From an optimization exercise on the open Yosys and OpenROAD flow, aimed at small area, a short achievable clock period and few clock cycles; shortcuts taken in it are not production practice.
Where RTL was checked, it was by simulation tests only, not by an equivalence proof against the original.
For runs 4 and 5, only the layout was checked, not whether the RTL still works.

<file path="design/flow/design.v">
`default_nettype none
package lfts_pkg;
	localparam int YAW_W    = 16;
	localparam int TIME_W   = 32;
	localparam int ANGLE_W  = 9;
	localparam int PERIOD_W = 20;
	localparam int PROD_W   = 36;   
	localparam int THR_W    = 33;   
	localparam int HEAD_W   = 40;   
	localparam int PWR_W    = 8;
	localparam int CFG_IDX_W  = 2;
	localparam int CFG_DATA_W = 20;
	localparam logic [THR_W-1:0] HEADING_PER_DEG = THR_W'(16000000);
	localparam logic [ANGLE_W-1:0]  TURN_ANGLE_RST       = ANGLE_W'(72);
	localparam logic [ANGLE_W-1:0]  TURNAROUND_ANGLE_RST = ANGLE_W'(140);
	localparam logic [PERIOD_W-1:0] PERIOD_RST           = PERIOD_W'(10000);
	localparam logic signed [PWR_W-1:0] PWR_ZERO = PWR_W'(0);
	localparam logic signed [PWR_W-1:0] PWR_FWD  = PWR_W'(60);
	localparam logic signed [PWR_W-1:0] PWR_TURN = PWR_W'(70);
	localparam logic signed [PWR_W-1:0] PWR_BACK = 8'shBA;   
	localparam logic signed [PWR_W-1:0] PWR_CHK  = PWR_W'(50);
	typedef logic [2:0] mode_t;
	localparam logic [2:0] MODE_FWD        = 3'd0;
	localparam logic [2:0] MODE_LEFT       = 3'd1;
	localparam logic [2:0] MODE_CHECK      = 3'd2;
	localparam logic [2:0] MODE_RIGHT      = 3'd3;
	localparam logic [2:0] MODE_TURN90     = 3'd4;
	localparam logic [2:0] MODE_TURNAROUND = 3'd5;
	typedef logic [CFG_IDX_W-1:0] cfg_reg_t;
	localparam logic [CFG_IDX_W-1:0] REG_TURN_ANGLE       = 2'd0;
	localparam logic [CFG_IDX_W-1:0] REG_TURNAROUND_ANGLE = 2'd1;
	localparam logic [CFG_IDX_W-1:0] REG_PERIOD           = 2'd2;
	typedef struct packed {
		logic outer_left;
		logic inner_left;
		logic middle;
		logic inner_right;
		logic outer_right;
		logic park;
	} ir_t;
	typedef struct packed {
		ir_t  ir;
		logic turn_done;
		logic turnaround_done;
	} fsm_in_t;
	typedef struct packed {
		mode_t                   next_mode;
		logic                    clear_heading;
		logic signed [PWR_W-1:0] left_power;
		logic signed [PWR_W-1:0] right_power;
	} fsm_out_t;
	function automatic logic [THR_W-1:0] angle_thr(input logic [ANGLE_W-1:0] deg);
		angle_thr = THR_W'(deg) * HEADING_PER_DEG;
	endfunction
endpackage
`default_nettype wire
`default_nettype none
module lfts_mode_fsm
(
	input  wire [2:0] mode_i,
	input  wire [5:0] ir_i,          
	input  wire       turn_done_i,
	input  wire       back_done_i,
	output reg  [2:0] next_o,
	output reg        clr_o
);
	wire ol  = ir_i[5];
	wire il  = ir_i[4];
	wire mid = ir_i[3];
	wire irr = ir_i[2];
	wire orr = ir_i[1];
	wire pk  = ir_i[0];
	always @(*) begin
		next_o = mode_i;
		clr_o  = 1'b0;
		case (mode_i)
			lfts_pkg::MODE_LEFT: begin
				if (!ol && !il && mid && !irr && !orr) begin
					next_o = lfts_pkg::MODE_FWD;
					clr_o  = 1'b1;
				end
			end
			lfts_pkg::MODE_RIGHT: begin
				if (mid) begin
					next_o = lfts_pkg::MODE_FWD;
					clr_o  = 1'b1;
				end
			end
			lfts_pkg::MODE_TURN90: begin
				if (turn_done_i) begin
					next_o = lfts_pkg::MODE_CHECK;
					clr_o  = 1'b1;
				end
			end
			lfts_pkg::MODE_TURNAROUND: begin
				if (back_done_i) begin
					next_o = lfts_pkg::MODE_CHECK;
					clr_o  = 1'b1;
				end
			end
			lfts_pkg::MODE_CHECK: begin
				if (mid) next_o = lfts_pkg::MODE_FWD;
				if (il)  next_o = lfts_pkg::MODE_RIGHT;
				if (irr) next_o = lfts_pkg::MODE_LEFT;
			end
			default: begin
				next_o = lfts_pkg::MODE_FWD;
				if (!il && !mid && irr && !pk) next_o = lfts_pkg::MODE_LEFT;
				if (il && !mid && !irr && !pk) next_o = lfts_pkg::MODE_RIGHT;
				if (ol && il && mid && irr && orr && !pk) next_o = lfts_pkg::MODE_TURN90;
				if (!ol && !il && !mid && !irr && !orr && !pk) next_o = lfts_pkg::MODE_TURNAROUND;
			end
		endcase
	end
endmodule
module lfts_add #(
	parameter int W = 8
) (
	input  wire [W-1:0] a,
	input  wire [W-1:0] b,
	input  wire         ci,
	output wire [W-1:0] s,
	output wire         co
);
	function automatic int levels(input int n);
		levels = 0;
		while ((1 << levels) <= n) levels++;
	endfunction
	localparam int L = levels(W);
	logic [W:0] g [L+1];
	logic [W:0] p [L+1];
	always_comb begin
		g[0] = {a & b, ci};
		p[0] = {a ^ b, 1'b0};
		for (int l = 0; l < L; l++) begin
			for (int i = 0; i <= W; i++) begin
				if ((i >> l) & 1) begin
					g[l+1][i] = g[l][i] | (p[l][i] & g[l][((i >> l) << l) - 1]);
					p[l+1][i] = p[l][i] & p[l][((i >> l) << l) - 1];
				end else begin
					g[l+1][i] = g[l][i];
					p[l+1][i] = p[l][i];
				end
			end
		end
	end
	assign s  = p[0][W:1] ^ g[L][W-1:0];
	assign co = g[L][W];
endmodule
module lfts_booth_array
(
	input  wire [15:0] y,
	input  wire [5:0]  one,
	input  wire [5:0]  two,
	input  wire [4:0]  neg,
	output wire [25:0] ra,
	output wire [25:0] rb
);
	wire [16:0] y1 = {y[15], y};
	wire [16:0] y2 = {y, 1'b0};
	wire [16:0] x0 = (({17{one[0]}} & y1) | ({17{two[0]}} & y2)) ^ {17{neg[0]}};
	wire [16:0] x1 = (({17{one[1]}} & y1) | ({17{two[1]}} & y2)) ^ {17{neg[1]}};
	wire [16:0] x2 = (({17{one[2]}} & y1) | ({17{two[2]}} & y2)) ^ {17{neg[2]}};
	wire [16:0] x3 = (({17{one[3]}} & y1) | ({17{two[3]}} & y2)) ^ {17{neg[3]}};
	wire [16:0] x4 = (({17{one[4]}} & y1) | ({17{two[4]}} & y2)) ^ {17{neg[4]}};
	wire [15:0] x5 = {16{one[5]}} & y;
	wire t1 = x0[6] ^ x1[4];
	wire t2 = x0[6] & x1[4];
	wire t3 = x0[7] ^ x1[5];
	wire t4 = x0[7] & x1[5];
	wire t5 = x0[8] ^ x1[6] ^ x2[4];
	wire t6 = (x0[8] & x1[6]) | (x2[4] & (x0[8] ^ x1[6]));
	wire t7 = x3[2] ^ x4[0];
	wire t8 = x3[2] & x4[0];
	wire t9 = x0[9] ^ x1[7] ^ x2[5];
	wire t10 = (x0[9] & x1[7]) | (x2[5] & (x0[9] ^ x1[7]));
	wire t11 = x3[3] ^ x4[1];
	wire t12 = x3[3] & x4[1];
	wire t13 = x0[10] ^ x1[8] ^ x2[6];
	wire t14 = (x0[10] & x1[8]) | (x2[6] & (x0[10] ^ x1[8]));
	wire t15 = x3[4] ^ x4[2] ^ x5[0];
	wire t16 = (x3[4] & x4[2]) | (x5[0] & (x3[4] ^ x4[2]));
	wire t17 = x0[11] ^ x1[9] ^ x2[7];
	wire t18 = (x0[11] & x1[9]) | (x2[7] & (x0[11] ^ x1[9]));
	wire t19 = x3[5] ^ x4[3] ^ x5[1];
	wire t20 = (x3[5] & x4[3]) | (x5[1] & (x3[5] ^ x4[3]));
	wire t21 = x0[12] ^ x1[10] ^ x2[8];
	wire t22 = (x0[12] & x1[10]) | (x2[8] & (x0[12] ^ x1[10]));
	wire t23 = x3[6] ^ x4[4] ^ x5[2];
	wire t24 = (x3[6] & x4[4]) | (x5[2] & (x3[6] ^ x4[4]));
	wire t25 = x0[13] ^ x1[11] ^ x2[9];
	wire t26 = (x0[13] & x1[11]) | (x2[9] & (x0[13] ^ x1[11]));
	wire t27 = x3[7] ^ x4[5] ^ x5[3];
	wire t28 = (x3[7] & x4[5]) | (x5[3] & (x3[7] ^ x4[5]));
	wire t29 = x0[14] ^ x1[12] ^ x2[10];
	wire t30 = (x0[14] & x1[12]) | (x2[10] & (x0[14] ^ x1[12]));
	wire t31 = x3[8] ^ x4[6] ^ x5[4];
	wire t32 = (x3[8] & x4[6]) | (x5[4] & (x3[8] ^ x4[6]));
	wire t33 = x0[15] ^ x1[13] ^ x2[11];
	wire t34 = (x0[15] & x1[13]) | (x2[11] & (x0[15] ^ x1[13]));
	wire t35 = x3[9] ^ x4[7] ^ x5[5];
	wire t36 = (x3[9] & x4[7]) | (x5[5] & (x3[9] ^ x4[7]));
	wire t37 = x1[14] ^ x2[12] ^ x3[10];
	wire t38 = (x1[14] & x2[12]) | (x3[10] & (x1[14] ^ x2[12]));
	wire t39 = x4[8] ^ x5[6] ^ x0[16];
	wire t40 = (x4[8] & x5[6]) | (x0[16] & (x4[8] ^ x5[6]));
	wire t41 = x1[15] ^ x2[13] ^ x3[11];
	wire t42 = (x1[15] & x2[13]) | (x3[11] & (x1[15] ^ x2[13]));
	wire t43 = x4[9] ^ x5[7] ^ x0[16];
	wire t44 = (x4[9] & x5[7]) | (x0[16] & (x4[9] ^ x5[7]));
	wire t45 = ~x1[16] ^ x2[14] ^ x3[12];
	wire t46 = (~x1[16] & x2[14]) | (x3[12] & (~x1[16] ^ x2[14]));
	wire t47 = x4[10] ^ x5[8] ^ ~x0[16];
	wire t48 = (x4[10] & x5[8]) | (~x0[16] & (x4[10] ^ x5[8]));
	wire t49 = x2[15] ^ x3[13] ^ x4[11];
	wire t50 = (x2[15] & x3[13]) | (x4[11] & (x2[15] ^ x3[13]));
	wire t51 = x5[9] ^ 1'b1;
	wire t52 = x5[9] & 1'b1;
	wire t53 = ~x2[16] ^ x3[14] ^ x4[12];
	wire t54 = (~x2[16] & x3[14]) | (x4[12] & (~x2[16] ^ x3[14]));
	wire t55 = x3[15] ^ x4[13];
	wire t56 = x3[15] & x4[13];
	wire t57 = x0[4] ^ x1[2];
	wire t58 = x0[4] & x1[2];
	wire t59 = x0[5] ^ x1[3];
	wire t60 = x0[5] & x1[3];
	wire t61 = x2[2] ^ x3[0] ^ neg[3];
	wire t62 = (x2[2] & x3[0]) | (neg[3] & (x2[2] ^ x3[0]));
	wire t63 = x2[3] ^ x3[1] ^ t2;
	wire t64 = (x2[3] & x3[1]) | (t2 & (x2[3] ^ x3[1]));
	wire t65 = neg[4] ^ t4 ^ t5;
	wire t66 = (neg[4] & t4) | (t5 & (neg[4] ^ t4));
	wire t67 = t6 ^ t8 ^ t9;
	wire t68 = (t6 & t8) | (t9 & (t6 ^ t8));
	wire t69 = t10 ^ t12 ^ t13;
	wire t70 = (t10 & t12) | (t13 & (t10 ^ t12));
	wire t71 = t14 ^ t16 ^ t17;
	wire t72 = (t14 & t16) | (t17 & (t14 ^ t16));
	wire t73 = t18 ^ t20 ^ t21;
	wire t74 = (t18 & t20) | (t21 & (t18 ^ t20));
	wire t75 = t22 ^ t24 ^ t25;
	wire t76 = (t22 & t24) | (t25 & (t22 ^ t24));
	wire t77 = t26 ^ t28 ^ t29;
	wire t78 = (t26 & t28) | (t29 & (t26 ^ t28));
	wire t79 = t30 ^ t32 ^ t33;
	wire t80 = (t30 & t32) | (t33 & (t30 ^ t32));
	wire t81 = t34 ^ t36 ^ t37;
	wire t82 = (t34 & t36) | (t37 & (t34 ^ t36));
	wire t83 = t38 ^ t40 ^ t41;
	wire t84 = (t38 & t40) | (t41 & (t38 ^ t40));
	wire t85 = t42 ^ t44 ^ t45;
	wire t86 = (t42 & t44) | (t45 & (t42 ^ t44));
	wire t87 = t46 ^ t48 ^ t49;
	wire t88 = (t46 & t48) | (t49 & (t46 ^ t48));
	wire t89 = x5[10] ^ t50 ^ t52;
	wire t90 = (x5[10] & t50) | (t52 & (x5[10] ^ t50));
	wire t91 = x5[11] ^ 1'b1 ^ t54;
	wire t92 = (x5[11] & 1'b1) | (t54 & (x5[11] ^ 1'b1));
	wire t93 = ~x3[16] ^ x4[14] ^ x5[12];
	wire t94 = (~x3[16] & x4[14]) | (x5[12] & (~x3[16] ^ x4[14]));
	wire t95 = x4[15] ^ x5[13];
	wire t96 = x4[15] & x5[13];
	wire t97 = x0[2] ^ x1[0];
	wire t98 = x0[2] & x1[0];
	wire t99 = x0[3] ^ x1[1];
	wire t100 = x0[3] & x1[1];
	wire t101 = x2[0] ^ neg[2] ^ t57;
	wire t102 = (x2[0] & neg[2]) | (t57 & (x2[0] ^ neg[2]));
	wire t103 = x2[1] ^ t58 ^ t59;
	wire t104 = (x2[1] & t58) | (t59 & (x2[1] ^ t58));
	wire t105 = t1 ^ t60 ^ t61;
	wire t106 = (t1 & t60) | (t61 & (t1 ^ t60));
	wire t107 = t3 ^ t62 ^ t63;
	wire t108 = (t3 & t62) | (t63 & (t3 ^ t62));
	wire t109 = t7 ^ t64 ^ t65;
	wire t110 = (t7 & t64) | (t65 & (t7 ^ t64));
	wire t111 = t11 ^ t66 ^ t67;
	wire t112 = (t11 & t66) | (t67 & (t11 ^ t66));
	wire t113 = t15 ^ t68 ^ t69;
	wire t114 = (t15 & t68) | (t69 & (t15 ^ t68));
	wire t115 = t19 ^ t70 ^ t71;
	wire t116 = (t19 & t70) | (t71 & (t19 ^ t70));
	wire t117 = t23 ^ t72 ^ t73;
	wire t118 = (t23 & t72) | (t73 & (t23 ^ t72));
	wire t119 = t27 ^ t74 ^ t75;
	wire t120 = (t27 & t74) | (t75 & (t27 ^ t74));
	wire t121 = t31 ^ t76 ^ t77;
	wire t122 = (t31 & t76) | (t77 & (t31 ^ t76));
	wire t123 = t35 ^ t78 ^ t79;
	wire t124 = (t35 & t78) | (t79 & (t35 ^ t78));
	wire t125 = t39 ^ t80 ^ t81;
	wire t126 = (t39 & t80) | (t81 & (t39 ^ t80));
	wire t127 = t43 ^ t82 ^ t83;
	wire t128 = (t43 & t82) | (t83 & (t43 ^ t82));
	wire t129 = t47 ^ t84 ^ t85;
	wire t130 = (t47 & t84) | (t85 & (t47 ^ t84));
	wire t131 = t51 ^ t86 ^ t87;
	wire t132 = (t51 & t86) | (t87 & (t51 ^ t86));
	wire t133 = t53 ^ t88 ^ t89;
	wire t134 = (t53 & t88) | (t89 & (t53 ^ t88));
	wire t135 = t55 ^ t90 ^ t91;
	wire t136 = (t55 & t90) | (t91 & (t55 ^ t90));
	wire t137 = t56 ^ t92 ^ t93;
	wire t138 = (t56 & t92) | (t93 & (t56 ^ t92));
	wire t139 = 1'b1 ^ t94 ^ t95;
	wire t140 = (1'b1 & t94) | (t95 & (1'b1 ^ t94));
	wire t141 = ~x4[16] ^ x5[14] ^ t96;
	wire t142 = (~x4[16] & x5[14]) | (t96 & (~x4[16] ^ x5[14]));
	assign ra = {~x5[15], t140, t138, t136, t134, t132, t130, t128, t126, t124, t122, t120, t118, t116, t114, t112, t110, t108, t106, t104, t102, t100, t98, neg[1], x0[1], x0[0]};
	assign rb = {t142, t141, t139, t137, t135, t133, t131, t129, t127, t125, t123, t121, t119, t117, t115, t113, t111, t109, t107, t105, t103, t101, t99, t97, 1'b0, neg[0]};
endmodule
`default_nettype wire
`default_nettype none
module line_follower_turn_sequencer
(
	input  wire                clk,
	input  wire                arst_n,
	input  wire                in_valid,
	output wire                in_ready,
	input  wire                in_ir_outer_left,
	input  wire                in_ir_inner_left,
	input  wire                in_ir_middle,
	input  wire                in_ir_inner_right,
	input  wire                in_ir_outer_right,
	input  wire                in_ir_park,
	input  wire signed [15:0]  in_yaw_rate,
	input  wire [31:0]         in_time_us,
	output wire                out_valid,
	input  wire                out_ready,
	output wire signed [7:0]   out_left_power,
	output wire signed [7:0]   out_right_power,
	output wire [2:0]          out_next_mode,
	input  wire                cfg_valid,
	output wire                cfg_ready,
	input  wire [1:0]          cfg_reg_index,
	input  wire [19:0]         cfg_wdata
);
	localparam int CAP = 7;     
	localparam int QD  = 6;     
	localparam int QA  = 3;     
	localparam logic [22:0] DEG_UNIT = 23'd15625;   
	logic [19:0] period_q;
	logic [22:0] thr_t_q;
	logic [22:0] thr_b_q;
	logic        cfg_ready_q;
	logic        wr_angle;
	assign wr_angle  = cfg_valid && cfg_ready_q && !cfg_reg_index[1];
	assign cfg_ready = cfg_ready_q;
	always_ff @(posedge clk or negedge arst_n) begin
		if (!arst_n) begin
			period_q    <= lfts_pkg::PERIOD_RST;
			cfg_ready_q <= 1'b1;
		end else begin
			cfg_ready_q <= !wr_angle;
			if (cfg_valid && cfg_ready_q && cfg_reg_index == lfts_pkg::REG_PERIOD) period_q <= cfg_wdata;
		end
	end
	logic [3:0] occ_q;
	logic       in_ready_q;
	logic       out_valid_q;
	logic       accept, pop;
	logic [3:0] occ_nx;
	assign accept   = in_valid && in_ready_q;
	assign pop      = out_valid_q && out_ready;
	assign occ_nx   = (accept == pop) ? occ_q : accept ? occ_q + 4'd1 : occ_q - 4'd1;
	assign in_ready = in_ready_q;
	always_ff @(posedge clk or negedge arst_n) begin
		if (!arst_n) begin
			occ_q      <= '0;
			in_ready_q <= 1'b1;
		end else begin
			occ_q      <= occ_nx;
			in_ready_q <= occ_nx < 4'(CAP) && !wr_angle;
		end
	end
	logic        v1, v2, v3, v4, v5;
	logic        cm1, cm2, cm3, cm4;    
	logic [5:0]  ir1, ir2, ir3, ir4;
	logic [31:0] t1;
	logic        int2, int3, int4;
	always_ff @(posedge clk or negedge arst_n) begin
		if (!arst_n) begin
			v1 <= 1'b0; v2 <= 1'b0; v3 <= 1'b0; v4 <= 1'b0; v5 <= 1'b0;
			cm1 <= 1'b0; cm2 <= 1'b0; cm3 <= 1'b0; cm4 <= 1'b0;
		end else begin
			v1 <= accept; v2 <= v1; v3 <= v2; v4 <= v3; v5 <= v4;
			cm1 <= wr_angle; cm2 <= cm1; cm3 <= cm2; cm4 <= cm3;
		end
	end
	always_ff @(posedge clk) begin
		ir1 <= wr_angle ? {5'd0, cfg_reg_index[0]}
			: {in_ir_outer_left, in_ir_inner_left, in_ir_middle,
			   in_ir_inner_right, in_ir_outer_right, in_ir_park};
		t1  <= in_time_us;
	end
	logic        pend_q;
	logic [31:0] last_q;
	logic        lo_ge, lo_due, hi_ne0, hi_ne1, due;
	logic [21:0] xu, xv, xs;
	logic        x_co, lo_co;
	logic [19:0] lo_s;
	logic [11:0] dh;
	logic        dh_co;
	always_comb begin
		xu = {2'b00, t1[19:0]} ^ {2'b11, ~last_q[19:0]} ^ {2'b11, ~period_q};
		xv = ({2'b00, t1[19:0]} & {2'b11, ~last_q[19:0]})
			| ({2'b00, t1[19:0]} & {2'b11, ~period_q})
			| ({2'b11, ~last_q[19:0]} & {2'b11, ~period_q});
	end
	lfts_add #(.W(22)) u_x  (.a(xu), .b({xv[20:0], 1'b1}), .ci(1'b1), .s(xs), .co(x_co));
	lfts_add #(.W(20)) u_lo (.a(t1[19:0]), .b(~last_q[19:0]), .ci(1'b1), .s(lo_s), .co(lo_co));
	lfts_add #(.W(12)) u_hi (.a(t1[31:20]), .b(~last_q[31:20]), .ci(1'b1), .s(dh), .co(dh_co));
	assign lo_ge  = lo_co;                        
	assign lo_due = lo_ge ? !xs[21] : (xs[21:20] != 2'b10);
	assign hi_ne0 = t1[31:20] != last_q[31:20];
	assign hi_ne1 = dh != 12'd1;
	assign due    = (lo_ge ? hi_ne0 : hi_ne1) || lo_due;
	always_ff @(posedge clk or negedge arst_n) begin
		if (!arst_n) begin
			pend_q <= 1'b0;
			last_q <= '0;
		end else if (v1) begin
			if (pend_q) begin
				last_q <= t1;
				pend_q <= 1'b0;
			end else if (due) begin
				pend_q <= 1'b1;
			end
		end
	end
	always_ff @(posedge clk) begin
		int2 <= pend_q; ir2 <= ir1;
		int3 <= int2;   ir3 <= ir2;
		int4 <= int3;   ir4 <= ir3;
	end
	function automatic logic [17:0] digits(input logic [9:0] half);
		logic [12:0] x;
		logic [5:0]  one, two, neg;
		x = {2'b00, half, 1'b0};
		for (int i = 0; i < 6; i++) begin
			one[i] = x[2*i+1] ^ x[2*i];
			two[i] = (x[2*i+2] & ~x[2*i+1] & ~x[2*i]) | (~x[2*i+2] & x[2*i+1] & x[2*i]);
			neg[i] = x[2*i+2];
		end
		digits = {one, two, neg};
	endfunction
	logic        hi_next;
	logic [15:0] ya_q;
	logic [17:0] da_q;
	logic        hi_a_q, hi_b_q;    
	logic [25:0] ra, rb, ra_q, rb_q;
	logic [25:0] r_q, bsum, addend, bu, bv;
	logic [9:0]  lo10_q;
	logic        b_co;
	assign hi_next = (v1 && pend_q) || cm1;
	always_ff @(posedge clk) begin
		if (!hi_next) ya_q <= wr_angle ? {7'd0, cfg_wdata[8:0]} : in_yaw_rate;
		if (hi_next)  da_q <= digits(cm1 ? 10'(DEG_UNIT >> 10) : period_q[19:10]);
		else          da_q <= digits(wr_angle ? 10'(DEG_UNIT) : period_q[9:0]);
	end
	lfts_booth_array u_arr (
		.y   (ya_q),
		.one (da_q[17:12]),
		.two (da_q[11:6]),
		.neg (da_q[4:0]),
		.ra  (ra),
		.rb  (rb)
	);
	assign addend = hi_b_q ? {{10{r_q[25]}}, r_q[25:10]} : 26'd0;
	assign bu     = ra_q ^ rb_q ^ addend;
	assign bv     = (ra_q & rb_q) | (ra_q & addend) | (rb_q & addend);
	lfts_add #(.W(26)) u_b (.a(bu), .b({bv[24:0], 1'b0}), .ci(1'b0), .s(bsum), .co(b_co));
	always_ff @(posedge clk or negedge arst_n) begin
		if (!arst_n) begin
			hi_a_q <= 1'b0;
			hi_b_q <= 1'b0;
		end else begin
			hi_a_q <= hi_next;
			hi_b_q <= hi_a_q;
		end
	end
	always_ff @(posedge clk) begin
		ra_q   <= ra;
		rb_q   <= rb;
		r_q    <= bsum;
		lo10_q <= r_q[9:0];
	end
	logic [2:0]         mode_q;
	logic signed [40:0] head_q;    
	logic               ft_q, fb_q;
	logic               ct, cb;
	logic [2:0]         next_m;
	logic               clr_m;
	logic [35:0]        step;
	logic [40:0]        hsum;
	logic [40:0]        hsat;
	logic               h_co;
	assign ct = !head_q[40] && (head_q[39:10] >= {7'd0, thr_t_q});
	assign cb = !head_q[40] && (head_q[39:10] >= {7'd0, thr_b_q});
	lfts_mode_fsm u_fsm (
		.mode_i (mode_q), .ir_i (ir4),
		.turn_done_i (int4 ? ft_q : ct), .back_done_i (int4 ? fb_q : cb),
		.next_o (next_m), .clr_o (clr_m)
	);
	assign step = {r_q, lo10_q};
	lfts_add #(.W(41)) u_h (
		.a ({head_q[39], head_q[39:0]}), .b ({{5{step[35]}}, step}), .ci (1'b0),
		.s (hsum), .co (h_co)
	);
	always_comb begin
		if (head_q[40] != head_q[39]) hsat = head_q[40] ? {2'b11, 39'd0} : {2'b00, {39{1'b1}}};
		else                          hsat = head_q;
	end
	always_ff @(posedge clk or negedge arst_n) begin
		if (!arst_n) begin
			mode_q  <= lfts_pkg::MODE_FWD;
			head_q  <= '0;
			ft_q    <= 1'b0;
			fb_q    <= 1'b0;
			thr_t_q <= 23'(lfts_pkg::TURN_ANGLE_RST) * DEG_UNIT;
			thr_b_q <= 23'(lfts_pkg::TURNAROUND_ANGLE_RST) * DEG_UNIT;
		end else begin
			ft_q <= ct;
			fb_q <= cb;
			if (cm4 && !ir4[0]) thr_t_q <= step[22:0];
			if (cm4 &&  ir4[0]) thr_b_q <= step[22:0];
			if (v4 && int4) begin
				mode_q <= next_m;
				head_q <= clr_m ? {{5{step[35]}}, step} : hsum;
			end else if (v4 && clr_m) begin
				mode_q <= next_m;
				head_q <= '0;
				ft_q   <= thr_t_q == 23'd0;
				fb_q   <= thr_b_q == 23'd0;
			end else begin
				if (v4) mode_q <= next_m;
				head_q <= hsat;
			end
		end
	end
	logic [2:0]    q_mem [QD];
	logic [QA-1:0] q_wp, q_rp;
	logic [QA:0]   q_cnt;
	logic [2:0]    out_next_q;
	logic [7:0]    out_l_q, out_r_q;
	logic          load, from_q, q_wr;
	logic [2:0]    load_next;
	logic [7:0]    dec_l, dec_r;
	assign load      = !out_valid_q || out_ready;
	assign from_q    = q_cnt != 0;
	assign q_wr      = v5 && (!load || from_q);
	assign load_next = from_q ? q_mem[q_rp] : mode_q;
	always_comb begin
		case (out_next_q)
			lfts_pkg::MODE_LEFT:       begin dec_l = lfts_pkg::PWR_FWD;  dec_r = lfts_pkg::PWR_ZERO; end
			lfts_pkg::MODE_RIGHT:      begin dec_l = lfts_pkg::PWR_ZERO; dec_r = lfts_pkg::PWR_FWD;  end
			lfts_pkg::MODE_TURN90:     begin dec_l = lfts_pkg::PWR_ZERO; dec_r = lfts_pkg::PWR_TURN; end
			lfts_pkg::MODE_TURNAROUND: begin dec_l = lfts_pkg::PWR_BACK; dec_r = lfts_pkg::PWR_TURN; end
			lfts_pkg::MODE_CHECK:      begin dec_l = lfts_pkg::PWR_CHK;  dec_r = lfts_pkg::PWR_CHK;  end
			default:                   begin dec_l = lfts_pkg::PWR_FWD;  dec_r = lfts_pkg::PWR_FWD;  end
		endcase
	end
	always_ff @(posedge clk or negedge arst_n) begin
		if (!arst_n) begin
			out_valid_q <= 1'b0;
			out_next_q  <= lfts_pkg::MODE_FWD;
			q_wp        <= '0;
			q_rp        <= '0;
			q_cnt       <= '0;
		end else begin
			if (load) begin
				if (from_q || v5) begin
					out_valid_q <= 1'b1;
					out_next_q  <= load_next;
				end else begin
					out_valid_q <= 1'b0;
				end
			end
			if (q_wr) q_wp <= (q_wp == QA'(QD - 1)) ? '0 : q_wp + 1'b1;
			if (load && from_q) q_rp <= (q_rp == QA'(QD - 1)) ? '0 : q_rp + 1'b1;
			if (q_wr && !(load && from_q)) q_cnt <= q_cnt + 1'b1;
			else if (!q_wr && load && from_q) q_cnt <= q_cnt - 1'b1;
		end
	end
	always_ff @(posedge clk) begin
		if (v5) q_mem[q_wp] <= mode_q;    
		if (load && (from_q || v5)) begin
			out_l_q <= dec_l;
			out_r_q <= dec_r;
		end
	end
	assign out_valid       = out_valid_q;
	assign out_left_power  = out_l_q;
	assign out_right_power = out_r_q;
	assign out_next_mode   = out_next_q;
endmodule
`default_nettype wire
</file>
<file path="design/flow/run.sh">
#!/bin/bash
# synth_recipe.tcl (not shown) runs the flow's synth.tcl, then flattens the netlist and writes it again
# the make line also repeats each setting of config.mk as NAME=value (left out here)
make -C /OpenROAD-flow-scripts/flow DESIGN_CONFIG=/design/flow/config.mk WORK_HOME=/design/flow/orfs CLKGATE_MAP_FILE= SYNTH_SCRIPT=/design/flow/synth_recipe.tcl finish
</file>
<file path="design/flow/config.mk">
export PLATFORM = sky130hd
export DESIGN_NAME = line_follower_turn_sequencer
export DESIGN_NICKNAME = line_follower_turn_sequencer
export VERILOG_FILES = /design/flow/design.v
export SDC_FILE = /design/flow/constraint.sdc
export NUM_CORES = 4
export LEC_CHECK = 0
export CAP_MARGIN = 20
export CORE_MARGIN = 2
export CORE_UTILIZATION = 60
export SETUP_SLACK_MARGIN = 4.7
export SLEW_MARGIN = 20
</file>
<file path="design/flow/constraint.sdc">
create_clock -name core_clock -period 8.0 [get_ports {clk}]
set_input_delay 1.6000 -clock core_clock [delete_from_list [all_inputs] [get_ports {clk}]]
set_output_delay 1.6000 -clock core_clock [all_outputs]
set_load 0.01 [all_outputs]
</file>
==> results of run 1 <==
timing repair:
action | CTS | global route
resized for setup | 22 | 32
endpoints found under the setup margin | 52 | 48
buffers inserted | 9 | 6
gates cloned | 2 | 2
pin swaps | 5 | 11
registers in the layout (all words and copies together), names as in the netlist, 5 cells and up:
name,cells
period_q,20
head_q,41
thr_b_q,23
ra_q,26
lo10_q,10
t1,32
out_l_q,5
last_q,32
ir4,6
ya_q,16
rb_q,25
thr_t_q,23
out_r_q,5
r_q,26
ir2,6
q_mem,18
ir1,6
da_q,15
ir3,6
area by class of cell:
cell class              count  area, um^2  area share [%]
clock inverters            25         349            1.38
clock buffers              53        1230            4.87
diodes                      1        2.50         0.00991
multi-input cells        1418       12200            48.3
inverters                 179         672            2.66
repair buffers            121        1220            4.83
well taps                 468         586            2.32
flip-flops and latches    381        8990            35.6
logic make-up (layout without fill, tap and decap cells):
kind of cell               after synthesis  in the layout
and+or+nand+nor                        454            456
other                                    1              5
adders and majority gates              289            289
DFF                                    381            381
xor gates and xnor gates               161            161
buffers and inverters                  283            378
muxes                                   92             92
AOI/OAI and AO/OA                      415            416
worst paths after layout:
path | start | end | slack [ps]
max | hi_b_q | r_q[25] | 4750
max in group asynchronous | arst_n | hi_b_q | 5270
min in group asynchronous | arst_n | q_rp[0] | 1120
min reg2reg | ir2[1] | ir3[1] | 330
max reg2reg | hi_b_q | r_q[25] | 4750
min | ir2[1] | ir3[1] | 330
stage by stage:
stage / instance area [um^2] / hold WS (ps) / cells / worst slack [ps]
floorplan: 22100 / 310 / 2079 / 4730
global placement: 23200 / 311 / 2548 / 4240
CTS: 25000 / 326 / 2637 / 4690
global route: 25200 / 332 / 2645 / 4570
detailed placement: 23200 / 312 / 2548 / 4130
finish: 25200 / 325 / 2646 / 4750
metal layers:
metal / share of wire, % / global-route usage, % / vias to the layer above
li1: - / - / 7296
met4: 4.6 / 12.8 / 0
met1: 42 / 33.6 / 7506
met5: 0 / 0 / -
met2: 49 / 45.9 / 386
met3: 4.2 / 3.82 / 137
Yosys cell counts, types with 27 or more instances:
cell | n | share of area [%]
nand2_1 | 153 | 2.6
dfrtp_1 | 153 | 17
clkbuf_1 | 78 | 1.3
inv_1 | 179 | 3.0
and2_1 | 37 | 1.0
a21o_1 | 37 | 1.3
nor3_1 | 28 | 0.63
xnor2_1 | 81 | 3.2
xor2_1 | 80 | 3.2
dfxtp_1 | 161 | 15
ha_1 | 176 | 10
edfxtp_1 | 44 | 6.0
nand3_1 | 27 | 0.61
a22oi_1 | 76 | 2.6
o21ai_0 | 67 | 1.5
fa_1 | 113 | 10
nor2_1 | 106 | 1.8
a21oi_1 | 102 | 2.3
mux2_2 | 66 | 3.4
cell usage in the layout, fill, tap and decap left out, types with 22 or more instances in the layout:
master	synthesis	routed
a21o_1	37	36
nand2_1	153	152
nand3_1	27	26
fa_1	113	112
xor2_1	80	80
dfxtp_1	161	155
clkbuf_16	0	48
dfrtp_1	153	151
mux2_2	66	66
nor2_1	106	105
xnor2_1	81	81
dfstp_2	23	23
ha_1	176	172
o22a_1	23	23
clkdlybuf4s50_1	0	97
and2_1	37	32
o21ai_0	67	67
a22oi_1	76	76
mux2i_1	22	22
a21oi_1	102	95
nor3_1	28	27
inv_1	179	179
edfxtp_1	44	44
critical path: stages (launching register included):
cell and delay [ps]:
dfrtp_2 450, buf_12 150, buf_4 130, and2_4 170, fa_1 560, ha_4 230, a21o_1 170, a21o_1 170
a21o_1 180, a21oi_2 200, a311oi_2 150, a211o_1 360, a21oi_2 140, xnor2_1 120
==> flow_summary_export.csv, run 1 <==
group,metric,value,unit
outcome,status,"no timing/DRC/antenna violations",
die,rows,70,
setup_path,critPathMaxFanout,7,
synthesis,synth-xor-area-share,6.38,%
die,fp.coreArea,0.0364,mm^2
sta,fin_setup_tns,0,ps
job,drv_cap,0,
sta,min_period,3250,ps
cts,cts_buffer_depth,3,
sta,skew,11.4,ps
detailed_routing,vias,15300,
cts,clockRootBuffer,"clkbuf_16",
synthesis,synth_top_family_by_area,"adder cells",
sta,hold_violations,0,
setup_path,worstRegToRegCells,13,
worst_hold_path,hold_depth,0,
grt,grt_pass1_vias,16100,
cts,cts_num_sinks,381,
grt,grt-ovfl-total,0,
sta,tightestPinTransition,1080,ps
grt,grt_first_pass_wirelength,82100,um
final_layout,nets,2513,
detailed_routing,ant_nets,0,
sta,rsz0062_at_grt,"true",
synthesis,synthFlopType,"dfxtp_1",
setup_path,end_kind,"flop",
synthesis,synthArstFlopShare,46.2,%
synthesis,synthesis.yosys.warnings,17,
detailed_routing,drtIter0Drc,935,
synthesis,synthAdderAreaFrac,20.2,%
die,die_area,0.0384,mm^2
setup_path,critPathKind,"flop to flop",
cts,cts_max_level,2,
synthesis,synth_edf_count,44,
setup_path,cp.arrival,3740,ps
synthesis,syn_avg_cell_area,10.6,um^2
setup_path,cp-start-kind,"flop",
cts,ctsHoldBuffers,0,
grt,antenna_found_initial,1,
cts,clk_latency,560,ps
sta,clock.fmax,0.308,GHz
final_layout,utilization,69.3,%
cts,cts_tree,"yes",
die,start_util,60.6,%
worst_hold_path,hold_class,"flop to flop",
placement,hpwlAfterDp,35700,um
detailed_routing,avgViaCountPerCell,5.79,
setup_path,critPathRequiredTime,8490,ps
final_layout,syn_to_final_growth,14.3,%
placement,gp_congestion,0.915,
synthesis,netlist_instances,2076,
sta,setup_viol,0,
synthesis,synth_area,0.0221,mm^2
die,ios,103,
die,die_h,196,um
synthesis,yosys.area_share.simple,9.90,%
cts,cts-buffers-inserted,42,
synthesis,ys_seq_area_share,40.6,%
grt,grt_usage,26.8,%
synthesis,synth-compound-area-share,12.9,%
sta,post-route-period-util,40.6,%
final_layout,drive_gt1_share,12.2,%
detailed_routing,routed_wl,49700,um
sta,slew_headroom,28.1,%
grt,grt_max_degree,105,
detailed_routing,drt_first_pass_iters,5,
cts,clk_pin_slew,60,ps
die,die_width,196,um
placement,portBuffers,98,
sta,report.final.slew_viol_count,0,
synthesis,synth_cell_types,76,
synthesis,synthMuxAreaShare,4.74,%
detailed_routing,routedWlPerCell,18.8,um
detailed_routing,drc,0,
synthesis,synth_seq_cells,381,
final_layout,fillerInstances,2757,
Testbench counts, summed over its fixed seeds: cycles 35,495.
==> run 2: changes to the inputs <==
--- a/design/flow/design.v
+++ b/design/flow/design.v
@@ -399,8 +399,8 @@
 	logic [21:0] xu, xv, xs;
 	logic        x_co, lo_co;
 	logic [19:0] lo_s;
-	logic [11:0] dh;
-	logic        dh_co;
+	logic [11:0] ha, hb;
+	logic        hz;
 	always_comb begin
 		xu = {2'b00, t1[19:0]} ^ {2'b11, ~last_q[19:0]} ^ {2'b11, ~period_q};
 		xv = ({2'b00, t1[19:0]} & {2'b11, ~last_q[19:0]})
@@ -409,11 +409,16 @@
 	end
 	lfts_add #(.W(22)) u_x  (.a(xu), .b({xv[20:0], 1'b1}), .ci(1'b1), .s(xs), .co(x_co));
 	lfts_add #(.W(20)) u_lo (.a(t1[19:0]), .b(~last_q[19:0]), .ci(1'b1), .s(lo_s), .co(lo_co));
-	lfts_add #(.W(12)) u_hi (.a(t1[31:20]), .b(~last_q[31:20]), .ci(1'b1), .s(dh), .co(dh_co));
+	assign ha = t1[31:20];
+	assign hb = ~last_q[31:20];
+	always_comb begin
+		hz = !(ha[0] ^ hb[0]);
+		for (int i = 1; i < 12; i++) hz = hz && ((ha[i] ^ hb[i]) == (ha[i-1] | hb[i-1]));
+	end
 	assign lo_ge  = lo_co;                        
 	assign lo_due = lo_ge ? !xs[21] : (xs[21:20] != 2'b10);
 	assign hi_ne0 = t1[31:20] != last_q[31:20];
-	assign hi_ne1 = dh != 12'd1;
+	assign hi_ne1 = !hz;
 	assign due    = (lo_ge ? hi_ne0 : hi_ne1) || lo_due;
 	always_ff @(posedge clk or negedge arst_n) begin
 		if (!arst_n) begin
==> flow_summary_export.csv, run 2 <==
group,metric,value,unit
detailed_routing,avgViaCountPerCell,5.80,
synthesis,synthesis.yosys.warnings,14,
cts,cts-buffers-inserted,42,
final_layout,final_cell_mix,"ha_1, inv_1, nand2_1",
outcome,status,"no timing/DRC/antenna violations",
setup_path,r2r_start,"hi_b_q",
synthesis,synth-compound-area-share,12.8,%
synthesis,synth_area,0.0220,mm^2
setup_path,crit_buf_inv,1,
worst_hold_path,hold_depth,0,
final_layout,top_register,"head_q",
sta,tightestPinTransition,1040,ps
die,die_area,0.0383,mm^2
detailed_routing,routed_wl,50600,um
synthesis,netlist_instances,2089,
cts,cts_tree,"yes",
grt,grt_usage,27.1,%
worst_hold_path,worstHoldEndpoint,"ir3[4]",
grt,antenna_found_initial,0,
synthesis,synth_edf_count,44,
sta,rsz0062_at_grt,"true",
setup_path,path_delay_family,"compound AO/OA/AOI/OAI gates",
detailed_routing,drc,0,
final_layout,largest_reg_flops,41,
die,ios,103,
synthesis,synth_cell_types,71,
setup_path,slowest_delay,470,ps
final_layout,top_regs,"head_q (41), last_q (32), t1 (32)",
synthesis,syn_avg_cell_area,10.5,um^2
setup_path,critPathMaxFanout,6,
cts,cts_max_level,2,
detailed_routing,routedWlPerCell,18.9,um
cts,clk_pin_slew,60,ps
synthesis,yosysTopAreaCellShare,17.4,%
setup_path,critPathKind,"flop to flop",
synthesis,yosys.area_share.simple,9.99,%
cts,clk_latency,580,ps
worst_hold_path,hold_class,"flop to flop",
die,fp.coreArea,0.0363,mm^2
sta,setup_viol,0,
grt,grt_max_degree,121,
cts,ctsHoldBuffers,0,
synthesis,synthMuxAreaShare,5.00,%
synthesis,synth_top_cell_by_area,"dfrtp_1",
setup_path,crit_slowest_cell,"fa_1",
placement,hpwlAfterDp,36800,um
final_layout,fillerInstances,2804,
sta,post-route-period-util,42.9,%
final_layout,final_common_cell,"ha_1",
cts,clockRootBuffer,"clkbuf_16",
synthesis,synth_top_family_by_area,"adder cells",
grt,grt_first_pass_wirelength,82300,um
synthesis,synth-xor-area-share,6.44,%
sta,clock.fmax,0.292,GHz
setup_path,worstRegToRegCells,13,
detailed_routing,drt_first_pass_iters,5,
setup_path,critPathRequiredTime,8480,ps
sta,skew,32.3,ps
die,die_width,196,um
synthesis,synthArstFlopShare,46.2,%
die,rows,70,
die,start_util,60.6,%
setup_path,reg2reg_slack,4570,ps
placement,dp_slack,3890,ps
grt,grt_pass1_vias,16100,
sta,report.final.slew_viol_count,0,
grt,grt-ovfl-total,0,
final_layout,nets,2543,
synthesis,ys_seq_area_share,40.7,%
detailed_routing,drtIter0Drc,930,
synthesis,synthFlopType,"dfxtp_1",
worst_hold_path,hp-start,"ir2[4]",
synthesis,synth.area.top_cells,"dfrtp_1, dfxtp_1, fa_1, ha_1, edfxtp_1",
detailed_routing,vias,15500,
sta,slew_headroom,30.9,%
synthesis,synth_seq_cells,381,
setup_path,cp-start-kind,"flop",
synthesis,ys_top_cells_by_count,"ha_1, inv_1, dfxtp_1",
placement,gp_congestion,0.883,
cts,cts_buffer_depth,3,
sta,min_period,3430,ps
detailed_routing,ant_nets,0,
final_layout,syn_to_final_growth,14.6,%
die,die_h,196,um
setup_path,path_cells,"and2_4, fa_1, fa_2, a211oi_2, nor2_2, o41ai_4, a211oi_2, a221o_1, buf_4, a21o_1, a21o_1, a21oi_2, xnor2_1",
setup_path,reg2reg_to,"r_q[18]",
synthesis,yosysMostFrequentCell,"ha_1",
job,drv_cap,0,
setup_path,end_kind,"flop",
final_layout,antenna-diode-count,0,
final_layout,drive_gt1_share,12.2,%
sta,setup_slack,4570,ps
sta,fin_setup_tns,0,ps
setup_path,cp.arrival,3910,ps
synthesis,synthAdderAreaFrac,20.0,%
placement,portBuffers,98,
sta,hold_violations,0,
cts,cts_num_sinks,381,
run 2: cell count changes in the layout (fill, tap and decap cells not counted), sizes merged, moves of 5 or more:
cell,delta
buf,+21
a21oi,-12
o21ai,+12
clkbuf,+10
a21o,-9
a221oi,-9
bufinv,-6
mux2i,+6
clkinv,-5
inv,-5
o211ai,+5
o22a,+5
xnor2,+5
run 2: worst max path at each step:
stage	start	to	cells after the start
after floorplan	hi_b_q	r_q[25]	14
after global placement	thr_b_q[21]	head_q[34]	12
after detailed placement	thr_t_q[20]	head_q[34]	12
after CTS	hi_b_q	r_q[25]	12
after global routing	hi_b_q	r_q[24]	12
final	hi_b_q	r_q[18]	13
run 2: routing by layer:
metal	GRT usage [%]	routed length [um]
met1	34.3	22100
met2	46.5	24600
met3	4.75	2160
met4	10.0	1710
met5	0	0
run 2: layout make-up:
type                    count  area [um^2]  area share (%)
multi-input cells        1435        12300            48.7
flip-flops and latches    381         8990            35.6
repair buffers            142         1380            5.48
clock buffers              63         1200            4.76
inverters                 174          653            2.59
well taps                 468          586            2.32
clock inverters            12          144           0.570
run 2: logic make-up (layout without fill, tap and decap cells):
family	count (synthesis)	in the layout
xor gates and xnor gates	162	162
muxes	98	98
and+or+nand+nor	461	461
other	1	4
buffers and inverters	278	391
DFF	381	381
AOI/OAI and AO/OA	422	424
adders and majority gates	286	286
run 2: repair_timing:
action / in CTS / in global routing
endpoints found under the hold margin: 0 / 0
pin swaps: 25 / 17
gates resized for setup: 37 / 27
setup endpoints to repair: 79 / 56
gates cloned: 1 / 2
setup buffers: 16 / 15
run 2: through the flow:
step | area (um^2) | util [%] | hold WS [ps] | cells
floorplan | 22100 | - | 310 | 2092
global placement | 23300 | 64.1 | 312 | 2564
detailed placement | 23300 | 64.1 | 312 | 2564
CTS | 24900 | 68.6 | 323 | 2656
global route | 25300 | 69.5 | 329 | 2675
finish | 25300 | 69.5 | 321 | 2675
Testbench counts of run 2, summed over its fixed seeds: cycles 35,495.
==> run 3: changes to the inputs <==
--- a/design/flow/design.v
+++ b/design/flow/design.v
@@ -349,7 +349,7 @@
 	always_ff @(posedge clk or negedge arst_n) begin
 		if (!arst_n) begin
 			period_q    <= lfts_pkg::PERIOD_RST;
-			cfg_ready_q <= 1'b1;
+			cfg_ready_q <= 1'b0;    
 		end else begin
 			cfg_ready_q <= !wr_angle;
 			if (cfg_valid && cfg_ready_q && cfg_reg_index == lfts_pkg::REG_PERIOD) period_q <= cfg_wdata;
@@ -367,7 +367,7 @@
 	always_ff @(posedge clk or negedge arst_n) begin
 		if (!arst_n) begin
 			occ_q      <= '0;
-			in_ready_q <= 1'b1;
+			in_ready_q <= 1'b0;     
 		end else begin
 			occ_q      <= occ_nx;
 			in_ready_q <= occ_nx < 4'(CAP) && !wr_angle;
@@ -388,9 +388,8 @@
 		end
 	end
 	always_ff @(posedge clk) begin
-		ir1 <= wr_angle ? {5'd0, cfg_reg_index[0]}
-			: {in_ir_outer_left, in_ir_inner_left, in_ir_middle,
-			   in_ir_inner_right, in_ir_outer_right, in_ir_park};
+		ir1 <= {in_ir_outer_left, in_ir_inner_left, in_ir_middle,
+			in_ir_inner_right, in_ir_outer_right, wr_angle ? cfg_reg_index[0] : in_ir_park};
 		t1  <= in_time_us;
 	end
 	logic        pend_q;
@@ -534,9 +533,7 @@
 				head_q <= clr_m ? {{5{step[35]}}, step} : hsum;
 			end else if (v4 && clr_m) begin
 				mode_q <= next_m;
-				head_q <= '0;
-				ft_q   <= thr_t_q == 23'd0;
-				fb_q   <= thr_b_q == 23'd0;
+				head_q <= '0;    
 			end else begin
 				if (v4) mode_q <= next_m;
 				head_q <= hsat;
==> flow_summary_export.csv, run 3 <==
group,metric,value,unit
synthesis,synth_top_family_by_area,"adder cells",
setup_path,crit_buf_inv,1,
detailed_routing,routed_wl,49600,um
setup_path,critPathKind,"flop to flop",
sta,post-route-period-util,43.3,%
die,fp.coreArea,0.0357,mm^2
synthesis,synth_area,0.0219,mm^2
synthesis,synthAdderAreaFrac,20.1,%
placement,portBuffers,98,
placement,gp_congestion,0.869,
cts,clk_latency,560,ps
job,drv_cap,0,
die,die_area,0.0380,mm^2
cts,cts_tree,"yes",
sta,hold_violations,0,
placement,dp_slack,4230,ps
cts,clockRootBuffer,"clkbuf_16",
synthesis,synth.area.top_cells,"dfrtp_1, dfxtp_1, fa_1, ha_1, edfxtp_1",
synthesis,yosys.area_share.simple,9.69,%
detailed_routing,avgViaCountPerCell,5.79,
synthesis,synthMuxAreaShare,3.94,%
detailed_routing,routedWlPerCell,18.6,um
final_layout,final_cell_area,0.0251,mm^2
final_layout,syn_to_final_growth,14.9,%
final_layout,drive_gt1_share,13.0,%
placement,dp.cells,2553,
synthesis,synth_edf_count,44,
grt,use_met2,47.3,%
setup_path,slowest_delay,460,ps
setup_path,path_delay_family,"adder cells",
cts,cts_num_sinks,381,
setup_path,cp-start-kind,"flop",
synthesis,synthFlopType,"dfxtp_1",
final_layout,fillerInstances,2710,
final_layout,top_register,"head_q",
cts,cts-buffers-inserted,41,
grt,grt_max_degree,111,
sta,slew_headroom,25.9,%
cts,cts_max_level,2,
sta,skew,18.3,ps
placement,hpwlAfterDp,35900,um
cts,clk_pin_slew,60,ps
detailed_routing,drt_first_pass_iters,5,
sta,hold_slack,324,ps
detailed_routing,drtIter0Drc,747,
synthesis,synth-xor-area-share,6.45,%
die,rows,69,
final_layout,top_regs,"head_q (41), last_q (32), t1 (32)",
sta,report.final.slew_viol_count,0,
final_layout,seqCellArea,0.00899,mm^2
grt,grt_use_met1,34.0,%
die,start_util,61.2,%
final_layout,final_cells,2661,
die,die_width,195,um
sta,fin_setup_tns,0,ps
synthesis,synth_seq_cells,381,
final_layout,utilization,70.3,%
sta,tightestPinTransition,1110,ps
setup_path,crit_top_cell,"fa_2",
synthesis,ys_top_cells_by_count,"inv_1, ha_1, dfxtp_1, nand2_1, dfrtp_1",
sta,min_period,3460,ps
die,ios,103,
setup_path,critPathRequiredTime,8450,ps
synthesis,ys_seq_area_share,41.0,%
setup_path,cp.arrival,3910,ps
detailed_routing,ant_nets,0,
sta,rsz0062_at_grt,"true",
setup_path,critPathLaunch,"hi_b_q",
synthesis,synth_top_cell_by_area,"dfrtp_1",
grt,grt-ovfl-total,0,
die,die_h,195,um
detailed_routing,drc,0,
final_layout,antenna-diode-count,0,
synthesis,yosysTopAreaCellShare,17.7,%
setup_path,path_cells,"and2_4, fa_1, fa_2, a21o_1, a21oi_2, o211ai_1, a2111oi_4, buf_4, nor3b_4, a22oi_2, nand2b_1, fa_2, xor2_1",
sta,clock.fmax,0.289,GHz
grt,grt_usage,26.8,%
setup_path,crit_slowest_cell,"dfrtp_2",
grt,antenna_found_initial,0,
synthesis,yosysMostFrequentCell,"inv_1",
detailed_routing,vias,15400,
setup_path,critPathMaxFanout,7,
grt,grt_pass1_vias,16000,
cts,cts_buffer_depth,3,
synthesis,syn_avg_cell_area,10.5,um^2
grt,grt_first_pass_wirelength,82000,um
synthesis,synthArstFlopShare,46.2,%
setup_path,r2r_start,"hi_b_q",
worst_hold_path,hp-start,"ir1[4]",
final_layout,largest_reg_flops,41,
worst_hold_path,hold_class,"flop to flop",
placement,post_dp_cell_area,0.0231,mm^2
synthesis,synth_cell_types,88,
synthesis,netlist_instances,2080,
final_layout,final_cell_mix,"inv_1, ha_1, nand2_1",
final_layout,multi_input_area,0.0121,mm^2
setup_path,end_kind,"flop",
grt,use_met3,4.04,%
synthesis,synth-compound-area-share,13.7,%
sta,setup_viol,0,
synthesis,synthesis.yosys.warnings,14,
cts,ctsHoldBuffers,0,
outcome,status,"no timing/DRC/antenna violations",
final_layout,nets,2536,
grt,grt.busiest_layer,"met2",
final_layout,final_common_cell,"inv_1",
sta,setup_slack,4540,ps
[run 3: cell types whose count changed in the layout (fill, tap and decap cells not counted), moves of 12 or more]
| cell | before | now |
|---|---|---|
| a21o_1 | 28 | 40 |
| a21oi_1 | 91 | 109 |
| o22a_1 | 28 | 3 |
| a31oi_1 | 6 | 19 |
| mux2i_1 | 28 | 5 |
| a22oi_1 | 76 | 100 |
[run 3: area by class of cell]
cell class / count / area share [%]
multi-input combinational: 1421 / 48.3
sequential: 381 / 35.8
timing repair buffer: 143 / 5.56
clock buffer: 63 / 5.06
inverter: 181 / 2.70
tap: 461 / 2.29
clock inverter: 11 / 0.333
[run 3: cells by family (layout without fill, tap and decap cells)]
group	Yosys count	after routing
AO/OA/AOI/OAI	445	445
buffers and inverters	281	398
adder cells (fa/ha/maj)	286	286
XOR/XNOR	161	161
AND/OR/NAND/NOR	451	451
flip-flops	381	381
other	1	4
multiplexers	74	74
[run 3: final timing paths]
| path | slack [ps] | depth (start not counted) | to |
|---|---|---|---|
| max in group asynchronous | 5400 | 2 | head_q[25] |
| hold / removal | 320 | 0 | ir2[4] |
| setup reg to reg | 4540 | 13 | r_q[16] |
| hold reg to reg | 320 | 0 | ir2[4] |
| min in group asynchronous | 1140 | 1 | q_rp[1] |
| setup / recovery | 4540 | 13 | r_q[16] |
[run 3: timing repair]
item                       CTS  global route
buffers inserted            19            14
gates resized for setup     29            50
pin swaps                   24            35
setup endpoints to repair   52            54
cloned                       0             1
[run 3: routing by layer]
metal	share of wire (%)	vias to the layer above
li1	-	7329
met1	43	7583
met2	50	398
met5	0	-
met3	4.6	87
met4	2.8	0
[run 3: worst reg2reg max path: stages (launching register included)]
cell       delay [ps]
dfrtp_2           460
and2_4            180
fa_1              460
fa_2              360
a21o_1            170
a21oi_2           150
o211ai_1          220
a2111oi_4         410
buf_4             200
nor3b_4            40
a22oi_2           140
nand2b_1          100
fa_2              340
xor2_1            140
Testbench counts of run 3, summed over its fixed seeds: cycles 35,495.
==> run 4: changes to the inputs <==
--- a/design/flow/design.v
+++ b/design/flow/design.v
@@ -451,10 +451,11 @@
 	logic        hi_next;
 	logic [15:0] ya_q;
 	logic [17:0] da_q;
-	logic        hi_a_q, hi_b_q;    
+	logic        hi_a_q;    
 	logic [25:0] ra, rb, ra_q, rb_q;
 	logic [25:0] r_q, bsum, addend, bu, bv;
 	logic [9:0]  lo10_q;
+	logic [15:0] ad_q;
 	logic        b_co;
 	assign hi_next = (v1 && pend_q) || cm1;
 	always_ff @(posedge clk) begin
@@ -470,23 +471,22 @@
 		.ra  (ra),
 		.rb  (rb)
 	);
-	assign addend = hi_b_q ? {{10{r_q[25]}}, r_q[25:10]} : 26'd0;
+	assign addend = {{10{ad_q[15]}}, ad_q};
 	assign bu     = ra_q ^ rb_q ^ addend;
 	assign bv     = (ra_q & rb_q) | (ra_q & addend) | (rb_q & addend);
 	lfts_add #(.W(26)) u_b (.a(bu), .b({bv[24:0], 1'b0}), .ci(1'b0), .s(bsum), .co(b_co));
 	always_ff @(posedge clk or negedge arst_n) begin
 		if (!arst_n) begin
 			hi_a_q <= 1'b0;
-			hi_b_q <= 1'b0;
 		end else begin
 			hi_a_q <= hi_next;
-			hi_b_q <= hi_a_q;
 		end
 	end
 	always_ff @(posedge clk) begin
 		ra_q   <= ra;
 		rb_q   <= rb;
 		r_q    <= bsum;
+		ad_q   <= hi_a_q ? bsum[25:10] : 16'd0;
 		lo10_q <= r_q[9:0];
 	end
 	logic [2:0]         mode_q;
==> flow_summary_export.csv, run 4 <==
group,metric,value,unit
detailed_routing,routedWlPerCell,19.1,um
outcome,status,"no timing/DRC/antenna violations",
die,die_width,197,um
cts,cts_num_sinks,396,
synthesis,synth_edf_count,44,
grt,grt_pass1_vias,16200,
final_layout,final_cell_mix,"inv_1, ha_1, dfxtp_1",
grt,grt_use_met1,34.8,%
synthesis,synth_cell_types,76,
placement,hpwlAfterDp,36300,um
die,ios,103,
sta,setup_viol,0,
setup_path,slowest_delay,540,ps
synthesis,synth.area.top_cells,"dfrtp_1, dfxtp_1, fa_1, ha_1, edfxtp_1",
setup_path,path_delay_family,"simple AND/OR/NAND/NOR gates",
final_layout,antenna-diode-count,0,
synthesis,synthFlopType,"dfxtp_1",
grt,grt-ovfl-total,0,
setup_path,crit_slowest_cell,"or4_4",
grt,grt_first_pass_wirelength,83200,um
final_layout,drive_gt1_share,11.5,%
grt,grt_usage,26.9,%
die,rows,70,
die,die_area,0.0387,mm^2
die,start_util,60.9,%
final_layout,top_regs,"head_q (41), last_q (32), t1 (32)",
sta,hold_violations,0,
sta,clock.fmax,0.306,GHz
detailed_routing,drt_first_pass_iters,5,
detailed_routing,drc,0,
detailed_routing,ant_nets,0,
synthesis,yosysMostFrequentCell,"inv_1",
grt,use_met3,4.23,%
synthesis,ys_seq_area_share,41.6,%
cts,ctsHoldBuffers,0,
job,drv_cap,0,
detailed_routing,drtIter0Drc,1013,
setup_path,cp.arrival,3750,ps
sta,hold_slack,324,ps
setup_path,critPathRequiredTime,8480,ps
cts,cts_max_level,2,
sta,report.final.slew_viol_count,0,
cts,clk_pin_slew,60,ps
cts,cts_tree,"yes",
final_layout,nets,2564,
grt,use_met2,45.9,%
synthesis,ys_top_cells_by_count,"inv_1, dfxtp_1, ha_1",
synthesis,synthArstFlopShare,44.2,%
sta,post-route-period-util,40.9,%
final_layout,fillerInstances,2825,
setup_path,path_cells,"or4_4, nor4_4, nand4b_1, and2_4, o311a_4, o21a_4, buf_12, or4_1, a32oi_1",
cts,cts_buffer_depth,3,
die,fp.coreArea,0.0366,mm^2
final_layout,syn_to_final_growth,14.0,%
placement,portBuffers,98,
setup_path,cp-start-kind,"flop",
sta,rsz0062_at_grt,"true",
synthesis,synthesis.yosys.warnings,14,
synthesis,synth_top_cell_by_area,"dfrtp_1",
synthesis,synth_area,0.0223,mm^2
detailed_routing,routed_wl,51600,um
final_layout,largest_reg_flops,41,
final_layout,top_register,"head_q",
placement,gp_congestion,0.926,
setup_path,critPathKind,"flop to flop",
detailed_routing,avgViaCountPerCell,5.87,
die,die_h,197,um
synthesis,synth_seq_cells,396,
sta,slew_headroom,28.9,%
placement,dp.cells,2602,
grt,grt_max_degree,83,
cts,clockRootBuffer,"clkbuf_16",
sta,fin_setup_tns,0,ps
grt,antenna_found_initial,0,
cts,clk_latency,590,ps
sta,skew,23.9,ps
synthesis,netlist_instances,2132,
worst_hold_path,hold_class,"flop to flop",
synthesis,yosysTopAreaCellShare,17.3,%
final_layout,final_common_cell,"inv_1",
detailed_routing,vias,15800,
sta,tightestPinTransition,1060,ps
setup_path,critPathMaxFanout,12,
synthesis,syn_avg_cell_area,10.5,um^2
final_layout,final_cells,2699,
final_layout,utilization,69.4,%
sta,min_period,3270,ps
setup_path,crit_buf_inv,1,
cts,cts-buffers-inserted,43,
grt,grt.busiest_layer,"met2",
setup_path,end_kind,"flop",
run 4: path summary, 6_finish.rpt:
check | from | endpoint | slack, ps | cells after the start
worst max register to register | head_q[33] | head_q[23] | 4730 | 9
min in group asynchronous | arst_n | out_next_q[1] | 1090 | 1
max in group asynchronous | arst_n | last_q[13] | 5650 | 2
worst min register to register | ir3[2] | ir4[2] | 320 | 0
worst max-delay path | head_q[33] | head_q[23] | 4730 | 9
worst min-delay path | ir3[2] | ir4[2] | 320 | 0
run 4: per-stage QoR:
| stage | cell area [um^2] | worst slack (ps) |
|---|---|---|
| detailed placement | 23500 | 4140 |
| CTS | 25200 | 4640 |
| floorplan | 22300 | 4710 |
| finish | 25400 | 4730 |
| global placement | 23500 | 4290 |
| global route | 25400 | 4620 |
run 4: per-layer routing:
| layer | vias up | wire length [um] |
|---|---|---|
| met1 | 7741 | 22000 |
| met5 | - | 0 |
| met3 | 132 | 2750 |
| met2 | 476 | 24900 |
| met4 | 0 | 1920 |
| li1 | 7496 | - |
run 4: cell type report:
class	count	area [um^2]	share of cell area (%)
sequential	396	9280	36.5
timing repair buffer	127	1260	4.95
clock buffer	61	1320	5.18
multi-input combinational	1415	12000	47.2
inverter	214	803	3.16
clock inverter	18	163	0.640
tap	468	586	2.30
run 4: cells by family (layout without fill, tap and decap cells):
family,Yosys count,in the layout,share of synthesized area (%)
buffers and inverters,325,420,5.64
and+or+nand+nor,490,490,10.8
other,1,4,0.0168
AOI/OAI and AO/OA,402,403,12.1
muxes,74,74,3.87
xor gates and xnor gates,158,158,6.21
adders and majority gates,286,286,19.8
DFF,396,396,41.6
run 4: repair_timing:
action | 4_1_cts | 5_1_grt
setup endpoints to repair | 46 | 46
setup buffers | 6 | 9
cloned | 1 | 2
pin swaps | 9 | 20
resized for setup | 24 | 30
run 4: worst register-to-register path: cells and delay by family (launching register included):
kind,cells,cell delay (ps)
DFF,1,400
buffers and inverters,1,160
AOI/OAI and AO/OA,3,810
and+or+nand+nor,5,1800
==> run 5: changes to the inputs <==
--- a/design/flow/config.mk
+++ b/design/flow/config.mk
@@ -8,5 +8,5 @@
 export CAP_MARGIN = 20
 export CORE_MARGIN = 2
 export CORE_UTILIZATION = 60
-export SETUP_SLACK_MARGIN = 4.7
+export SETUP_SLACK_MARGIN = 4.6
 export SLEW_MARGIN = 20
==> flow_summary_export.csv, run 5 <==
group,metric,value,unit
synthesis,synthMuxAreaShare,3.87,%
die,start_util,60.9,%
detailed_routing,drc,0,
final_layout,top_regs,"head_q (41), last_q (32), t1 (32)",
final_layout,final_cell_mix,"inv_1, ha_1, dfxtp_1",
synthesis,synth_edf_count,44,
cts,clk_pin_slew,60,ps
synthesis,synth-xor-area-share,6.21,%
setup_path,cp.arrival,3790,ps
setup_path,end_kind,"flop",
synthesis,synth_seq_cells,396,
cts,cts_tree,"yes",
job,drv_cap,0,
detailed_routing,vias,15600,
sta,min_period,3310,ps
cts,cts_buffer_depth,3,
synthesis,synth.area.top_cells,"dfrtp_1, dfxtp_1, fa_1, ha_1, edfxtp_1",
synthesis,synthFlopType,"dfxtp_1",
die,die_h,197,um
grt,grt-ovfl-total,0,
final_layout,drive_gt1_share,10.0,%
detailed_routing,drt_first_pass_iters,5,
final_layout,largest_reg_flops,41,
synthesis,synth_cell_types,76,
detailed_routing,routed_wl,49900,um
die,die_area,0.0387,mm^2
sta,rsz0062_at_grt,"true",
cts,clk_latency,580,ps
setup_path,critPathRequiredTime,8480,ps
synthesis,synthArstFlopShare,44.2,%
placement,post_dp_cell_area,0.0235,mm^2
final_layout,final_cell_area,0.0252,mm^2
setup_path,critPathKind,"flop to flop",
synthesis,ys_seq_area_share,41.6,%
final_layout,utilization,68.8,%
final_layout,final_common_cell,"inv_1",
synthesis,syn_avg_cell_area,10.5,um^2
grt,grt_usage,26.6,%
final_layout,top_register,"head_q",
sta,tightestPinTransition,1080,ps
sta,setup_viol,0,
placement,hpwlAfterDp,35700,um
detailed_routing,avgViaCountPerCell,5.82,
final_layout,syn_to_final_growth,13.0,%
synthesis,yosysMostFrequentCell,"inv_1",
cts,cts-buffers-inserted,43,
sta,post-route-period-util,41.3,%
sta,clock.fmax,0.302,GHz
grt,antenna_found_initial,0,
synthesis,yosysTopAreaCellShare,17.3,%
die,fp.coreArea,0.0366,mm^2
grt,grt_first_pass_wirelength,82400,um
synthesis,netlist_instances,2132,
setup_path,critPathMaxFanout,3,
final_layout,nets,2552,
sta,slew_headroom,27.7,%
cts,cts_max_level,2,
synthesis,ys_top_cells_by_count,"inv_1, dfxtp_1, ha_1",
synthesis,synth_area,0.0223,mm^2
die,die_width,197,um
cts,clockRootBuffer,"clkbuf_16",
sta,fin_setup_tns,0,ps
synthesis,synth_top_cell_by_area,"dfrtp_1",
placement,gp_congestion,0.930,
placement,portBuffers,98,
worst_hold_path,hold_depth,0,
sta,skew,35.1,ps
setup_path,cp-start-kind,"flop",
sta,hold_violations,0,
die,rows,70,
sta,hold_slack,325,ps
synthesis,yosys.area_share.simple,10.8,%
grt,grt_pass1_vias,16200,
outcome,status,"no timing/DRC/antenna violations",
detailed_routing,drtIter0Drc,960,
sta,report.final.slew_viol_count,0,
detailed_routing,routedWlPerCell,18.6,um
synthesis,synthesis.yosys.warnings,14,
cts,cts_num_sinks,396,
final_layout,antenna-diode-count,0,
die,ios,103,
synthesis,synth_top_family_by_area,"adder cells",
worst_hold_path,hold_class,"flop to flop",
detailed_routing,ant_nets,0,
grt,grt_max_degree,106,
synthesis,synth-compound-area-share,12.1,%
setup_path,worstRegToRegCells,12,
synthesis,synthAdderAreaFrac,19.8,%
[run 5: area by class of cell]
cell class | count | area (um^2)
Multi-Input combinational cell | 1414 | 11900
Fill cell | 2854 | 11400
Sequential cell | 396 | 9280
Clock buffer | 62 | 1290
Timing Repair Buffer | 116 | 1140
Inverter | 214 | 803
Tap cell | 468 | 586
Clock inverter | 18 | 185
[run 5: path summary, 6_finish.rpt]
| path | startpoint | to | slack (ps) |
|---|---|---|---|
| min reg2reg | ir3[5] | ir4[5] | 330 |
| min in group asynchronous | arst_n | out_next_q[1] | 1180 |
| min | ir3[5] | ir4[5] | 330 |
| max reg2reg | ra_q[1] | ad_q[15] | 4690 |
| max | ra_q[1] | ad_q[15] | 4690 |
| max in group asynchronous | arst_n | period_q[7] | 5290 |
[run 5: timing repair]
| item | in CTS | in global routing |
|---|---|---|
| setup endpoints to repair | 43 | 46 |
| resized for setup | 10 | 24 |
| hold buffers | 0 | 0 |
| pin swaps | 8 | 10 |
| cloned | 0 | 1 |
| setup buffers | 3 | 2 |
| hold endpoints to repair | 0 | 0 |
[run 5: stage by stage]
stage          setup WS [ps]  instances
2_1_floorplan           4670       2135
3_3_place_gp            4240       2601
3_5_place_dp            4090       2602
4_1_cts                 4610       2685
5_1_grt                 4570       2688
6_report                4690       2688
[run 5: logic make-up (layout without fill, tap and decap cells)]
group                    Yosys count  after routing
AO/OA/AOI/OAI                    402            402
multiplexers                      74             74
flip-flops                       396            396
other                              1              4
AND/OR/NAND/NOR                  490            490
buffers and inverters            325            410
adder cells (fa/ha/maj)          286            286
XOR/XNOR                         158            158
[run 5: worst max-delay path, stage by stage, from the launching register on]
cell and delay (ps):
dfxtp_1 320, ha_1 290, ha_1 220, fa_2 400, a21o_1 200, a21oi_2 220, o21ai_2 90, and4_4 200
o211ai_1 270, a211oi_2 130, o31a_1 310, or3b_2 460, a21boi_1 140
[run 5: routing by layer]
metal	part of all wire, %	GRT usage (%)	vias to the layer above
met5	0	0	-
met3	4.7	3.92	109
met1	44	35.0	7662
met2	48	45.3	401
met4	3.3	9.41	0
li1	-	-	7469

[re-timing with driven ports]
In the flow no input, the clock included, has a driving cell. The finished layouts below were timed again as built, in two steps. Step 1 (the two cells are an assumption about what drives the block):
set clk [get_ports {clk}]
set_driving_cell -lib_cell sky130_fd_sc_hd__clkbuf_16 $clk
set_driving_cell -lib_cell sky130_fd_sc_hd__buf_2 [delete_from_list [all_inputs] $clk]
Step 2 times the ports against the registers' clock, not the clock port: input delays grow and output delays shrink by t, the midpoint of the rising clock arrivals with the driver on. Three values: ideal, step 1, step 2; two values: the first two.
run	t, ns	setup slack, ns	slew at the worst register clock pin (ns)
run 1	0.608	4.751 / 4.718 / 4.256	0.07 / 0.07
run 2	0.617	4.570 / 4.570 / 4.268	0.06 / 0.06
run 3	0.604	4.535 / 4.535 / 4.391	0.06 / 0.06
run 4	0.629	4.732 / 4.732 / 4.288	0.06 / 0.06
run 5	0.618	4.693 / 4.664 / 4.251	0.07 / 0.07
After both steps every run listed still meets setup and hold. The setup slack of run 1, which loses most, moves by -0.033 ns with the drivers and by -0.495 ns with both steps.
